This design comes from an exercise in tuning for small area on the open sky130 flow, not from production work.
The RTL was checked by simulation tests, not by an equivalence proof against the original design.
Power figures rest on the tool's default switching activity, not on a simulated workload.

## violet
// processor
module processor (
  input  logic        clk,
  input  logic        reset,
  input  logic [31:0] instruction,
  output logic [31:0] addr,
  output logic [31:0] out,
  output logic        sys_dne,
  output logic        rw
);
Size: roughly 600 flip-flops, ~100 I/O pins.
clock: 6.0 ns
lec_check: 0
cap_margin: 20
core_margin: 2
core_utilization: 65
place_density: 0.75
slew_margin: 20
standard.sh (not shown) runs the stock make flow with config.mk's settings and CLKGATE_MAP_FILE= SYNTH_SCRIPT=/design/flow/synth_recipe.tcl, a recipe that flattens the netlist after the stock synthesis.
==> flow/flow/run.sh <==
#!/bin/bash
# Layout flow: the standard ORFS flow (standard.sh), with
#  - synthesis as standard.sh's, but an area-oriented ABC script for the
#    combinational logic (flow/my_synth.tcl, flow/abc_area.script);
#  - the smallest buffer (buf_1) for the port buffers;
#  - a clock tree of clkbuf_4 clusters, without dummy loads.
# Each step's output goes to its own log in the work folder.
set -euo pipefail
W=$(pwd)
export FLOW_SYNTH_TCL="$W/synth_recipe.tcl"
export FLOW_ABC_SCRIPT="$W/flow/abc_area.script"
export BUFFER_PORTS_ARGS="-buffer_cell sky130_fd_sc_hd__buf_1"
export CTS_ARGS="-sink_clustering_enable -repair_clock_nets -buf_list sky130_fd_sc_hd__clkbuf_4 -sink_clustering_size 12 -sink_clustering_max_diameter 55 -dont_use_dummy_load"
bash standard.sh SYNTH_SCRIPT="$W/flow/my_synth.tcl" synth > log_synth.txt 2>&1
bash standard.sh floorplan > log_floorplan.txt 2>&1
bash standard.sh place > log_place.txt 2>&1
bash standard.sh cts > log_cts.txt 2>&1
bash standard.sh route > log_route.txt 2>&1
bash standard.sh finish > log_finish.txt 2>&1
==> flow/flow/abc_area.script <==
strash
dc2
dch -f
amap -m -F 4 -A 8
topo
==> flow/flow/my_synth.tcl <==
# The standard synthesis (synth_recipe.tcl in the work folder), with one
# change: ABC maps the combinational logic with an area-oriented script
# (flow/abc_area.script) instead of ORFS's delay-oriented one. Everything
# else, the flip-flop mapping included, is unchanged, so the registers keep
# the standard synthesis's names and cell types.
proc abc {args} {
  set i [lsearch -exact $args -script]
  if { $i >= 0 } { lset args [expr { $i + 1 }] $::env(FLOW_ABC_SCRIPT) }
  set j [lsearch -exact $args -D]
  if { $j >= 0 } { set args [lreplace $args $j [expr { $j + 1 }]] }
  yosys abc {*}$args
}
source $::env(FLOW_SYNTH_TCL)
The inputs of willow differ from those of violet as listed below.
diff --git a/flow/flow/run.sh b/flow/flow/run.sh
--- a/flow/flow/run.sh
+++ b/flow/flow/run.sh
@@ -11,5 +11,5 @@
 export FLOW_ABC_SCRIPT="$W/flow/abc_area.script"
 export BUFFER_PORTS_ARGS="-buffer_cell sky130_fd_sc_hd__buf_1"
-export CTS_ARGS="-sink_clustering_enable -repair_clock_nets -buf_list sky130_fd_sc_hd__clkbuf_4 -sink_clustering_size 12 -sink_clustering_max_diameter 55 -dont_use_dummy_load"
+export CTS_ARGS="-sink_clustering_enable -repair_clock_nets -buf_list sky130_fd_sc_hd__clkbuf_4 -sink_clustering_size 12 -sink_clustering_max_diameter 40 -dont_use_dummy_load"
 bash standard.sh SYNTH_SCRIPT="$W/flow/my_synth.tcl" synth > log_synth.txt 2>&1
 bash standard.sh floorplan > log_floorplan.txt 2>&1
Findings:
willow finished every stage and its layout cleared the timing, DRC and antenna checks. Re count of placed standard cells including taps: no difference whatsoever between willow and violet. Compared violet against willow; proportion of power drawn by the clock network within noise. willow vs. violet: power density normalized to cell area comparable; first-iteration DRC count now larger; instance count along the most critical hold path comparable; final critical path time including I/O delays and setup now smaller. willow vs. violet: routed wire length now smaller, global-route wire length before repair barely changed.
Modified inputs, maple compared to willow
==> flow/flow/abc_area.script <==
&get -n
&st
&dc2
&dch
&nf -R 1000 -F 10 -C 32
&st
&dc2
&dch -f
&nf -R 1000 -F 10 -C 32
&st
&dch -f
&nf -R 1000 -F 10 -C 32
&put
topo
==> comparison <==
- When maple is measured against willow, its count of clock buffers in the final design turns out 2 higher.
- maple vs willow, dominant combinational cell family by area after synthesis: simple AND/OR/NAND/NOR gates vs compound AO/OA/AOI/OAI gates
- willow vs maple, category of the most critical setup path: flip-flop to flip-flop vs input pin to flip-flop
- maple vs willow: simple logic cell fraction of the synthesized area up
- The total power on maple is in line with that on willow.
Edits applied to the flow inputs when going from maple to lagoon:
diff --git a/flow/flow/run.sh b/flow/flow/run.sh
--- a/flow/flow/run.sh
+++ b/flow/flow/run.sh
@@ -11,5 +11,5 @@
 export FLOW_ABC_SCRIPT="$W/flow/abc_area.script"
 export BUFFER_PORTS_ARGS="-buffer_cell sky130_fd_sc_hd__buf_1"
-export CTS_ARGS="-sink_clustering_enable -repair_clock_nets -buf_list sky130_fd_sc_hd__clkbuf_4 -sink_clustering_size 12 -sink_clustering_max_diameter 40 -dont_use_dummy_load"
+export CTS_ARGS="-sink_clustering_enable -repair_clock_nets -buf_list sky130_fd_sc_hd__clkbuf_4 -sink_clustering_size 11 -sink_clustering_max_diameter 40 -dont_use_dummy_load"
 bash standard.sh SYNTH_SCRIPT="$W/flow/my_synth.tcl" synth > log_synth.txt 2>&1
 bash standard.sh floorplan > log_floorplan.txt 2>&1
Notes after the runs:
Cmp lagoon vs maple: maximum frequency lower in lagoon
Compared with maple, in lagoon sequential share of layout area lower; fraction of layout instances using a drive strength above 1 higher; wire length of the first global-routing pass higher; design area higher; final critical-path required period higher.

* * *

job 9694:
Another version of the RTL of processor (not shown whole).
Size in the first run: about 1000 cells after synthesis, about 600 flip-flops, roughly 0.015 mm2 of cells after synthesis.
Settings: LEC_CHECK=0, CAP_MARGIN=20, CORE_MARGIN=2, CORE_UTILIZATION=40, SLEW_MARGIN=20; clock period 6.0 ns.
==> flow/flow/run.sh <==
#!/bin/bash
# Layout flow: the standard ORFS flow (standard.sh, unchanged synthesis),
# with smaller port buffers and a clock tree of clkbuf_8 clusters without
# dummy loads. Each tool's output goes to its own log in the work folder.
set -euo pipefail
export BUFFER_PORTS_ARGS="-buffer_cell sky130_fd_sc_hd__buf_1"
export CTS_ARGS="-sink_clustering_enable -repair_clock_nets -buf_list {sky130_fd_sc_hd__clkbuf_4 sky130_fd_sc_hd__clkbuf_8} -sink_clustering_size 20 -sink_clustering_max_diameter 50 -dont_use_dummy_load"
bash standard.sh synth > log_synth.txt 2>&1
bash standard.sh floorplan > log_floorplan.txt 2>&1
bash standard.sh place > log_place.txt 2>&1
bash standard.sh cts > log_cts.txt 2>&1
bash standard.sh route > log_route.txt 2>&1
bash standard.sh finish > log_finish.txt 2>&1
diff inputs: job 9694 => job 5260
-- flow/flow/run.sh --
<<< job 9694, line 6
export BUFFER_PORTS_ARGS="-buffer_cell sky130_fd_sc_hd__buf_1"
export CTS_ARGS="-sink_clustering_enable -repair_clock_nets -buf_list {sky130_fd_sc_hd__clkbuf_4 sky130_fd_sc_hd__clkbuf_8} -sink_clustering_size 20 -sink_clustering_max_diameter 50 -dont_use_dummy_load"
bash standard.sh synth > log_synth.txt 2>&1
>>> job 5260, line 6
export BUFFER_PORTS_ARGS="-buffer_cell sky130_fd_sc_hd__buf_1"
export CTS_ARGS="-sink_clustering_enable -repair_clock_nets -buf_list sky130_fd_sc_hd__clkbuf_4 -sink_clustering_size 12 -sink_clustering_max_diameter 40 -dont_use_dummy_load"
bash standard.sh synth > log_synth.txt 2>&1
Results
Status: non-clock buffer count parity (job 9694, job 5260)
For the number of clock buffer instances in the layout, job 5260 came in 48% higher than job 9694 did.
Worst hold slack across job 5260 and job 9694: no real change.
Of job 5260 and job 9694, job 5260 shows the higher switching part of the total power, with job 9694 below it.
--- input diff job 5260..job 7423 ---
-- flow/flow/run.sh --
<<< job 5260, line 6
export BUFFER_PORTS_ARGS="-buffer_cell sky130_fd_sc_hd__buf_1"
export CTS_ARGS="-sink_clustering_enable -repair_clock_nets -buf_list sky130_fd_sc_hd__clkbuf_4 -sink_clustering_size 12 -sink_clustering_max_diameter 40 -dont_use_dummy_load"
bash standard.sh synth > log_synth.txt 2>&1
>>> job 7423, line 6
export BUFFER_PORTS_ARGS="-buffer_cell sky130_fd_sc_hd__buf_1"
export CTS_ARGS="-sink_clustering_enable -repair_clock_nets -buf_list sky130_fd_sc_hd__clkbuf_8 -sink_clustering_size 20 -sink_clustering_max_diameter 50 -dont_use_dummy_load"
bash standard.sh synth > log_synth.txt 2>&1
[summary]
Between job 7423 and job 5260, the peak supply drop is higher for job 7423.
Delta (job 7423 minus job 5260): proportion of power drawn by the clock network now sits higher; multi-input gate count closely matched the old numbers.
Overall power up 2.4% in job 7423 wrt job 5260
Between job 7423 and job 5260, wire length is higher for job 5260, job 7423 comes in under that.
Compared with job 5260, job 7423 shows a detailed-routing wirelength on met1 that is 1.3% lower.
Job 7423 — core utilization 0.27 points higher, job 5260 as reference
Per the comparison of job 7423 with job 5260, clock buffer count in the final layout moved down; critical path data arrival time moved up.

* * *

Another version of the RTL of processor (not shown whole).
For scale: about 990 cells after synthesis, about 100 I/O pins, roughly 16000 um2 of cells after synthesis.
export LEC_CHECK = 0
export CAP_MARGIN = 20
export CORE_MARGIN = 2
export CORE_UTILIZATION = 40
export CTS_BUF_LIST = sky130_fd_sc_hd__clkbuf_8
export CTS_CLUSTER_DIAMETER = 40
export CTS_CLUSTER_SIZE = 30
export SLEW_MARGIN = 20
create_clock -name core_clock -period 6.0 [get_ports {clk}]
run.sh (not shown) runs the stock make flow with config.mk's settings and CLKGATE_MAP_FILE= SYNTH_SCRIPT=/design/flow/synth_recipe.tcl, a recipe that flattens the netlist after the stock synthesis.
Stock flow here: none of the scripts above is used.
==> next run, changes <==
Settings changed: CAP_MARGIN 20 to 0, CTS_CLUSTER_DIAMETER 40 to 50, CTS_CLUSTER_SIZE 30 to 20, SLEW_MARGIN 20 to 0.
After rerunning: Routed wire length falls by 0.65%; cell area falls by 3.0%; clock-buffer cell count falls by 12; utilization falls by 1.5 points; worst setup slack got worse by 0.065 ns; clock power falls by about 23%; worst hold slack improved by 0.0090 ns; maximum frequency falls by 1.4%; power falls by 9.2%.

* * *

Another version of the RTL of processor (not shown whole).
Size: roughly 980 cells after synthesis, roughly 100 I/O pins.
Settings: LEC_CHECK=0, CAP_MARGIN=20, CORE_MARGIN=2, CORE_UTILIZATION=40, SLEW_MARGIN=20; clock period 6.0 ns.
standard.sh (not shown) runs the stock make flow with config.mk's settings and CLKGATE_MAP_FILE= SYNTH_SCRIPT=/design/flow/synth_recipe.tcl, a recipe that flattens the netlist after the stock synthesis.
==> flow/flow/run.sh <==
#!/bin/bash
# Layout flow: the standard ORFS flow (standard.sh, unchanged synthesis),
# with smaller port buffers and a clock tree of clkbuf_8 clusters without
# dummy loads. Each tool's output goes to its own log in the work folder.
set -euo pipefail
export BUFFER_PORTS_ARGS="-buffer_cell sky130_fd_sc_hd__buf_1"
export CTS_ARGS="-sink_clustering_enable -repair_clock_nets -buf_list sky130_fd_sc_hd__clkbuf_4 -sink_clustering_size 13 -sink_clustering_max_diameter 30 -dont_use_dummy_load"
bash standard.sh synth > log_synth.txt 2>&1
bash standard.sh floorplan > log_floorplan.txt 2>&1
bash standard.sh place > log_place.txt 2>&1
bash standard.sh cts > log_cts.txt 2>&1
bash standard.sh route > log_route.txt 2>&1
bash standard.sh finish > log_finish.txt 2>&1
==> next run, changes <==
--- a/flow/flow/run.sh
+++ b/flow/flow/run.sh
@@ -6,3 +6,3 @@
 export BUFFER_PORTS_ARGS="-buffer_cell sky130_fd_sc_hd__buf_1"
-export CTS_ARGS="-sink_clustering_enable -repair_clock_nets -buf_list sky130_fd_sc_hd__clkbuf_4 -sink_clustering_size 13 -sink_clustering_max_diameter 30 -dont_use_dummy_load"
+export CTS_ARGS="-sink_clustering_enable -repair_clock_nets -buf_list sky130_fd_sc_hd__clkbuf_16 -sink_clustering_size 45 -sink_clustering_max_diameter 50 -dont_use_dummy_load"
 bash standard.sh synth > log_synth.txt 2>&1
CORE_UTILIZATION = 65   (was 40)
PLACE_DENSITY = 0.75   (was default)
What happened: Critical path depth shrinks by 2; total power increases by a few percent; cell area shrinks slightly.
==> next run, changes <==
--- a/flow/flow/run.sh
+++ b/flow/flow/run.sh
@@ -6,3 +6,3 @@
 export BUFFER_PORTS_ARGS="-buffer_cell sky130_fd_sc_hd__buf_1"
-export CTS_ARGS="-sink_clustering_enable -repair_clock_nets -buf_list sky130_fd_sc_hd__clkbuf_16 -sink_clustering_size 45 -sink_clustering_max_diameter 50 -dont_use_dummy_load"
+export CTS_ARGS="-sink_clustering_enable -repair_clock_nets -buf_list sky130_fd_sc_hd__clkbuf_8 -sink_clustering_size 24 -sink_clustering_max_diameter 40 -dont_use_dummy_load"
 bash standard.sh synth > log_synth.txt 2>&1
Effect: Register-to-register slack degrades by 0.07 ns. Via count stays flat. Critical path depth stays the same. Die area is unchanged. Area after synthesis stays the same. Hold slack barely changes. Clock power goes down by about 22%. Final cell count goes up by 0.50%.
==> next run, changes <==
==> flow/flow/run.sh (replaced) <==
#!/bin/bash
# Layout flow: the standard ORFS flow (standard.sh), with
#  - synthesis as standard.sh's, but an area-oriented ABC script for the
#    combinational logic (flow/my_synth.tcl, flow/abc_area.script);
#  - the smallest buffer (buf_1) for the port buffers;
#  - a clock tree of clkbuf_4 clusters, without dummy loads.
# Each step's output goes to its own log in the work folder.
set -euo pipefail
W=$(pwd)
export FLOW_SYNTH_TCL="$W/synth_recipe.tcl"
export FLOW_ABC_SCRIPT="$W/flow/abc_area.script"
export BUFFER_PORTS_ARGS="-buffer_cell sky130_fd_sc_hd__buf_1"
export CTS_ARGS="-sink_clustering_enable -repair_clock_nets -buf_list sky130_fd_sc_hd__clkbuf_4 -sink_clustering_size 12 -sink_clustering_max_diameter 40 -dont_use_dummy_load"
bash standard.sh SYNTH_SCRIPT="$W/flow/my_synth.tcl" synth > log_synth.txt 2>&1
bash standard.sh floorplan > log_floorplan.txt 2>&1
bash standard.sh place > log_place.txt 2>&1
bash standard.sh cts > log_cts.txt 2>&1
bash standard.sh route > log_route.txt 2>&1
bash standard.sh finish > log_finish.txt 2>&1
==> flow/flow/abc_area.script (new file) <==
&get -n
&st
&dc2
&dch
&nf -R 1000
&st
&dc2
&dch -f
&nf -R 1000
&st
&dch -f
&nf -R 1000
&put
topo
==> flow/flow/my_synth.tcl (new file) <==
# The standard synthesis (synth_recipe.tcl in the work folder), with one
# change: ABC maps the combinational logic with an area-oriented script
# (flow/abc_area.script) instead of ORFS's delay-oriented one. Everything
# else, the flip-flop mapping included, is unchanged, so the registers keep
# the standard synthesis's names and cell types.
proc abc {args} {
  set i [lsearch -exact $args -script]
  if { $i >= 0 } { lset args [expr { $i + 1 }] $::env(FLOW_ABC_SCRIPT) }
  set j [lsearch -exact $args -D]
  if { $j >= 0 } { set args [lreplace $args $j [expr { $j + 1 }]] }
  yosys abc {*}$args
}
source $::env(FLOW_SYNTH_TCL)
Effect: Sequential share of layout area rises by 2.3 points. Sequential power stays flat. Clock-buffer cell count rises by 16. Flip-flop and latch count stays the same. First-iteration DRC count rises by about 50%. Final area falls by 3.0%. Total power falls by 2.9%. Critical path depth rises by 2. Routed wire length falls by about 3.6%. Final cell count falls by about 0.9%. Setup slack loses 0.16 ns.

* * *

RTL: one of the versions met above, not the one the previous note started from.
Size: ~990 cells after synthesis, roughly 600 flip-flops, about 100 I/O pins, ~16,000 um2 of cells after synthesis.
Settings: LEC_CHECK=0, CAP_MARGIN=20, CORE_MARGIN=2, CORE_UTILIZATION=40, SLEW_MARGIN=20; clock period 6.0 ns.
==> flow/flow/run.sh <==
#!/bin/bash
# Layout flow: the standard ORFS flow (standard.sh, unchanged synthesis),
# with smaller port buffers and a clock tree of clkbuf_8 clusters without
# dummy loads. Each tool's output goes to its own log in the work folder.
set -euo pipefail
export BUFFER_PORTS_ARGS="-buffer_cell sky130_fd_sc_hd__buf_1"
export CTS_ARGS="-sink_clustering_enable -repair_clock_nets -buf_list sky130_fd_sc_hd__clkbuf_16 -sink_clustering_size 40 -sink_clustering_max_diameter 60 -dont_use_dummy_load"
bash standard.sh synth > log_synth.txt 2>&1
bash standard.sh floorplan > log_floorplan.txt 2>&1
bash standard.sh place > log_place.txt 2>&1
bash standard.sh cts > log_cts.txt 2>&1
bash standard.sh route > log_route.txt 2>&1
bash standard.sh finish > log_finish.txt 2>&1
Next try:
==> flow/run.sh (new file) <==
#!/bin/bash
# synth_recipe.tcl (not shown) runs the flow's synth.tcl, then flattens the netlist and writes it again
# the make line also repeats each setting of config.mk as NAME=value (left out here)
make -C /OpenROAD-flow-scripts/flow DESIGN_CONFIG=/design/flow/config.mk WORK_HOME=/design/flow/orfs CLKGATE_MAP_FILE= SYNTH_SCRIPT=/design/flow/synth_recipe.tcl finish
--- a/flow/config.mk
+++ b/flow/config.mk
@@ -9,3 +9,6 @@
 export CORE_MARGIN = 2
 export CORE_UTILIZATION = 40
+export CTS_BUF_LIST = sky130_fd_sc_hd__clkbuf_4
+export CTS_CLUSTER_DIAMETER = 40
+export CTS_CLUSTER_SIZE = 10
 export SLEW_MARGIN = 20
removed: flow/flow/run.sh
removed: flow/standard.sh
=> Via count climbs by about 4.7%; core utilization is higher by 2.1 points; power rose by 3.6%; setup slack is worse by 170 ps; critical path depth is unchanged.
Next try:
--- a/flow/config.mk
+++ b/flow/config.mk
@@ -6,9 +6,7 @@
 export NUM_CORES = 4
 export LEC_CHECK = 0
+export ABC_AREA = 1
 export CAP_MARGIN = 20
 export CORE_MARGIN = 2
 export CORE_UTILIZATION = 40
-export CTS_BUF_LIST = sky130_fd_sc_hd__clkbuf_4
-export CTS_CLUSTER_DIAMETER = 40
-export CTS_CLUSTER_SIZE = 10
 export SLEW_MARGIN = 20
What happened: Global-route usage rose by 2.0 points; synthesized cell count rises by about 33%; synthesized area grows by about 2.3%; die area climbs by about 2.3%; maximum frequency came out higher by about 3.6%; cell count goes up by about 18%.

port drivers added, routing unchanged:
No port has a modelled driver above. Below, the same layouts with a new extraction and two added sets of constraints. Step 1 assumes that a clkbuf_16 drives the clock port and a buf_2 every other input. Step 2, shift: input delay + t, output delay - t, t = (earliest + latest rising clock arrival at the registers) / 2. This alone moves slack from input paths to output paths. Slacks: ideal / step 1 / step 2; pairs: ideal / step 1.
run | shift t [ns] | setup slack, ns | worst hold slack (ns) | worst setup path at the end | slew at the worst register clock pin (ns)
violet | 0.712 | 1.197 / 1.197 / 0.772 | 0.271 / 0.271 / 0.271 | input to register | 0.13 / 0.13
willow | 0.714 | 1.222 / 1.222 / 0.794 | 0.268 / 0.268 / 0.268 | input to register | 0.12 / 0.12
maple | 0.713 | 1.575 / 1.575 / 0.862 | 0.272 / 0.272 / 0.272 | input to register | 0.11 / 0.11
lagoon | 0.689 | 1.502 / 1.502 / 0.813 | 0.280 / 0.280 / 0.280 | input to register | 0.11 / 0.11
job 9694 | 0.587 | 1.402 / 1.422 / 0.836 | 0.255 / 0.255 / 0.255 | input to register | 0.11 / 0.11
job 5260 | 0.759 | 1.616 / 1.635 / 0.876 | 0.257 / 0.257 / 0.257 | input to register | 0.12 / 0.12
job 7423 | 0.587 | 1.402 / 1.422 / 0.836 | 0.255 / 0.255 / 0.255 | input to register | 0.11 / 0.11
the first run of note 3 | 0.692 | 1.341 / 1.364 / 0.672 | 0.310 / 0.310 / 0.310 | input to register | 0.11 / 0.11
the second run of note 3 | 0.633 | 1.277 / 1.299 / 0.666 | 0.319 / 0.319 / 0.319 | input to register | 0.12 / 0.12
the first run of note 4 | 0.768 | 1.913 / 1.902 / 1.133 | 0.263 / 0.263 / 0.263 | input to register | 0.11 / 0.11
the second run of note 4 | 0.552 | 1.648 / 1.643 / 1.090 | 0.256 / 0.256 / 0.256 | input to register | 0.12 / 0.12
the third run of note 4 | 0.576 | 1.611 / 1.602 / 1.026 | 0.257 / 0.257 / 0.257 | input to register | 0.12 / 0.12
the fourth run of note 4 | 0.714 | 1.448 / 1.468 / 0.755 | 0.269 / 0.269 / 0.269 | input to register | 0.12 / 0.12
the first run of note 5 | 0.626 | 1.603 / 1.632 / 1.006 | 0.271 / 0.271 / 0.271 | input to register | 0.12 / 0.12
the second run of note 5 | 0.788 | 1.429 / 1.448 / 0.660 | 0.293 / 0.293 / 0.293 | input to register | 0.11 / 0.11
the third run of note 5 | 0.627 | 1.589 / 1.587 / 0.959 | 0.321 / 0.321 / 0.321 | input to register | 0.07 / 0.07
After both steps every run listed still meets setup and hold. For the first run of note 4, which loses most, drivers alone change the setup slack by -0.011 ns; drivers and shift together by -0.780 ns.
